This is an optimization exercise on Yosys and OpenROAD, whose aim is small area, not a production implementation.
In this exercise RTL edits were held to simulation tests only and were not proved equivalent to the original.

==> module trellis_array, before the edit <==
module trellis_array (
  input  logic                        clk,
  input  logic                        sys_rst,
  input  viterbi_pkg::branch_metric_t metric_00_i,
  input  viterbi_pkg::branch_metric_t metric_01_i,
  input  viterbi_pkg::branch_metric_t metric_10_i,
  input  viterbi_pkg::branch_metric_t metric_11_i,
  input  logic                        second_i,      
  input  logic                        clear_i,       
  output viterbi_pkg::decision_vec_t  decisions_o,
  output viterbi_pkg::metric_t        state0_metric_o,
  output logic                        normalized_o
);
  localparam int PM_W  = viterbi_pkg::PM_W;
  localparam int HALF  = viterbi_pkg::NUM_STATES / 2;
  logic [viterbi_pkg::NUM_STATES*PM_W-1:0] path_metrics;
  logic [HALF*PM_W-1:0]                    first_half;
  logic [viterbi_pkg::NUM_STATES-1:0]      msb;
  logic [viterbi_pkg::NUM_STATES-1:0]      msb2;
  logic [viterbi_pkg::HI_W-1:0]            state0_hi;
  viterbi_pkg::branch_metric_t branch [4];
  assign branch[0] = metric_00_i;
  assign branch[1] = metric_01_i;
  assign branch[2] = metric_10_i;
  assign branch[3] = metric_11_i;
  for (genvar k = 0; k < HALF; k++) begin : g_unit
    localparam viterbi_pkg::state_t N = viterbi_pkg::state_t'(k);
    localparam viterbi_pkg::state_t P0 = N << 1;
    localparam viterbi_pkg::state_t P1 = P0 | viterbi_pkg::state_t'(1);
    localparam logic [1:0] CODE_P0 = viterbi_pkg::expected_code(P0, 1'b0);
    localparam logic [1:0] CODE_P1 = viterbi_pkg::expected_code(P1, 1'b0);
    viterbi_pkg::pm_t acs_metric;
    viterbi_pkg::pm_t next_metric;
    logic             decision;
    acs_unit u_acs_unit (
      .metric_p0_i   (path_metrics[P0*PM_W +: PM_W]),
      .metric_p1_i   (path_metrics[P1*PM_W +: PM_W]),
      .branch_p0_i   (branch[CODE_P0]),
      .branch_p1_i   (branch[CODE_P1]),
      .next_metric_o (acs_metric),
      .decision_o    (decision)
    );
    assign next_metric = clear_i ? '0 : acs_metric;
    always_ff @(posedge clk) begin
      first_half[k*PM_W +: PM_W] <= next_metric;
      decisions_o[k+HALF] <= decision;
      decisions_o[k] <= decisions_o[k+HALF];
    end
    always_ff @(posedge clk) begin
      if (second_i || clear_i) begin
        path_metrics[k*PM_W +: PM_W] <= first_half[k*PM_W +: PM_W];
        path_metrics[(k+HALF)*PM_W +: PM_W] <= next_metric;
      end
    end
  end
  for (genvar n = 0; n < viterbi_pkg::NUM_STATES; n++) begin : g_msb
    assign msb[n]  = path_metrics[n*PM_W + PM_W-1];
    assign msb2[n] = path_metrics[n*PM_W + PM_W-2];
  end
  metric_normalizer u_metric_normalizer (
    .clk              (clk),
    .sys_rst          (sys_rst),
    .msb_i            (msb),
    .msb2_i           (msb2),
    .state0_lo_i      (path_metrics[PM_W-1:0]),
    .state0_next_lo_i (first_half[PM_W-1:0]),
    .update_i         (second_i),
    .state0_hi_o      (state0_hi),
    .normalized_o     (normalized_o)
  );
  assign state0_metric_o = {state0_hi, path_metrics[PM_W-1:0]};
endmodule
==> module viterbi_decoder, before the edit <==
module viterbi_decoder (
  input  logic                       clk,
  input  logic                       sys_rst,
  input  viterbi_pkg::soft_t         soft_i,
  input  logic                       soft_valid_i,
  output logic                       soft_ready_o,
  output viterbi_pkg::decision_vec_t decisions_o,
  output logic                       decision_valid_o,
  output viterbi_pkg::metric_t       state0_metric_o,
  output logic                       normalized_o
);
  viterbi_pkg::soft_t          sym_i;
  logic                        q_accept;
  viterbi_pkg::branch_metric_t metric_00;
  viterbi_pkg::branch_metric_t metric_01;
  viterbi_pkg::branch_metric_t metric_10;
  viterbi_pkg::branch_metric_t metric_11;
  logic                        first_q;
  logic                        second_q;
  logic                        rst_q;
  logic                        clear;
  symbol_pair_collector u_symbol_pair_collector (
    .clk          (clk),
    .sys_rst      (sys_rst),
    .soft_i       (soft_i),
    .soft_valid_i (soft_valid_i),
    .soft_ready_o (soft_ready_o),
    .sym_i_o      (sym_i),
    .q_accept_o   (q_accept)
  );
  branch_metric_unit u_branch_metric_unit (
    .clk         (clk),
    .sym_i_i     (sym_i),
    .sym_q_i     (soft_i),
    .load_i      (q_accept),
    .metric_00_o (metric_00),
    .metric_01_o (metric_01),
    .metric_10_o (metric_10),
    .metric_11_o (metric_11)
  );
  always_ff @(posedge clk) begin
    if (sys_rst) begin
      first_q <= 1'b0;
      second_q <= 1'b0;
      decision_valid_o <= 1'b0;
    end else begin
      first_q <= q_accept;
      second_q <= first_q;
      decision_valid_o <= second_q;
    end
  end
  always_ff @(posedge clk) begin
    rst_q <= sys_rst;
  end
  assign clear = sys_rst | rst_q;
  trellis_array u_trellis_array (
    .clk             (clk),
    .sys_rst         (sys_rst),
    .metric_00_i     (metric_00),
    .metric_01_i     (metric_01),
    .metric_10_i     (metric_10),
    .metric_11_i     (metric_11),
    .second_i        (second_q),
    .clear_i         (clear),
    .decisions_o     (decisions_o),
    .state0_metric_o (state0_metric_o),
    .normalized_o    (normalized_o)
  );
endmodule
clock: 7.0 ns
lec_check: 0
cap_margin: 5
core_margin: 2
core_utilization: 65
setup_slack_margin: 0.05
slew_margin: 5
standard.sh (not shown) runs the stock make flow with config.mk's settings and CLKGATE_MAP_FILE= SYNTH_SCRIPT=/design/flow/synth_recipe.tcl, a recipe that flattens the netlist after the stock synthesis.
==> flow/flow/run.sh <==
#!/bin/bash
# The standard layout, with one change: clock tree synthesis clusters up
# to 24 flip-flops under each clkbuf_16 leaf buffer and inserts no dummy
# loads. Everything else (synthesis, floorplan, power grid, placement,
# routing) is standard.sh unchanged. Its full output goes to standard.log.
set -euo pipefail
export CTS_ARGS="-sink_clustering_enable -repair_clock_nets -dont_use_dummy_load -buf_list sky130_fd_sc_hd__clkbuf_16 -sink_clustering_size 24 -sink_clustering_max_diameter 100"
bash standard.sh > standard.log 2>&1
Next try:
--- a/flow/design.v
+++ b/flow/design.v
@@ -205,10 +205,11 @@
   input  logic                        sys_rst,
   input  viterbi_pkg::branch_metric_t metric_00_i,
   input  viterbi_pkg::branch_metric_t metric_01_i,
   input  viterbi_pkg::branch_metric_t metric_10_i,
   input  viterbi_pkg::branch_metric_t metric_11_i,
+  input  logic                        first_i,       
   input  logic                        second_i,      
   input  logic                        clear_i,       
   output viterbi_pkg::decision_vec_t  decisions_o,
   output viterbi_pkg::metric_t        state0_metric_o,
   output logic                        normalized_o
@@ -244,11 +245,13 @@
     );
     assign next_metric = clear_i ? '0 : acs_metric;
     always_ff @(posedge clk) begin
       first_half[k*PM_W +: PM_W] <= next_metric;
       decisions_o[k+HALF] <= decision;
-      decisions_o[k] <= decisions_o[k+HALF];
+      if (first_i) begin
+        decisions_o[k] <= decision;
+      end
     end
     always_ff @(posedge clk) begin
       if (second_i || clear_i) begin
         path_metrics[k*PM_W +: PM_W] <= first_half[k*PM_W +: PM_W];
         path_metrics[(k+HALF)*PM_W +: PM_W] <= next_metric;
@@ -333,10 +336,11 @@
     .sys_rst         (sys_rst),
     .metric_00_i     (metric_00),
     .metric_01_i     (metric_01),
     .metric_10_i     (metric_10),
     .metric_11_i     (metric_11),
+    .first_i         (first_q),
     .second_i        (second_q),
     .clear_i         (clear),
     .decisions_o     (decisions_o),
     .state0_metric_o (state0_metric_o),
     .normalized_o    (normalized_o)
Result: The changed run produced a clean layout. Global-route usage decreases by 1.1 points. Hold slack gets better by 0.015 ns. Core utilization increases by 0.19 points. Final cell count increases by about 0.32%. Fmax increases by about 0.44%. Wire length decreases by about 1.5%. Die area increases by 0.43%. Clock-buffer cell count does not change.

## static timing again, ports no longer ideal
No port has a modelled driver above. Below, the same layouts with a new extraction and two added sets of constraints.
Step 1 sets driving cells, clkbuf_16 on the clock port and buf_2 on the other inputs (assumed; they add their load-dependent delay and slew).
Step 2, shift: input delay + t, output delay - t, t = (earliest + latest rising clock arrival at the registers) / 2. This alone moves slack from input paths to output paths.
Three values: ideal ports, drivers, drivers and shift; two values: the first two.
run | shift t [ns] | setup slack, ns | worst setup path at the end | worst register clock-pin slew, ns | cell pins on the clock port's net
the first run | 0.742 | 0.107 / 0.107 / 0.107 | register to register | 0.10 / 0.10 | 1
the second run | 0.730 | 0.137 / 0.137 / 0.137 | register to register | 0.10 / 0.10 | 1
After both steps every run listed still meets setup and hold.
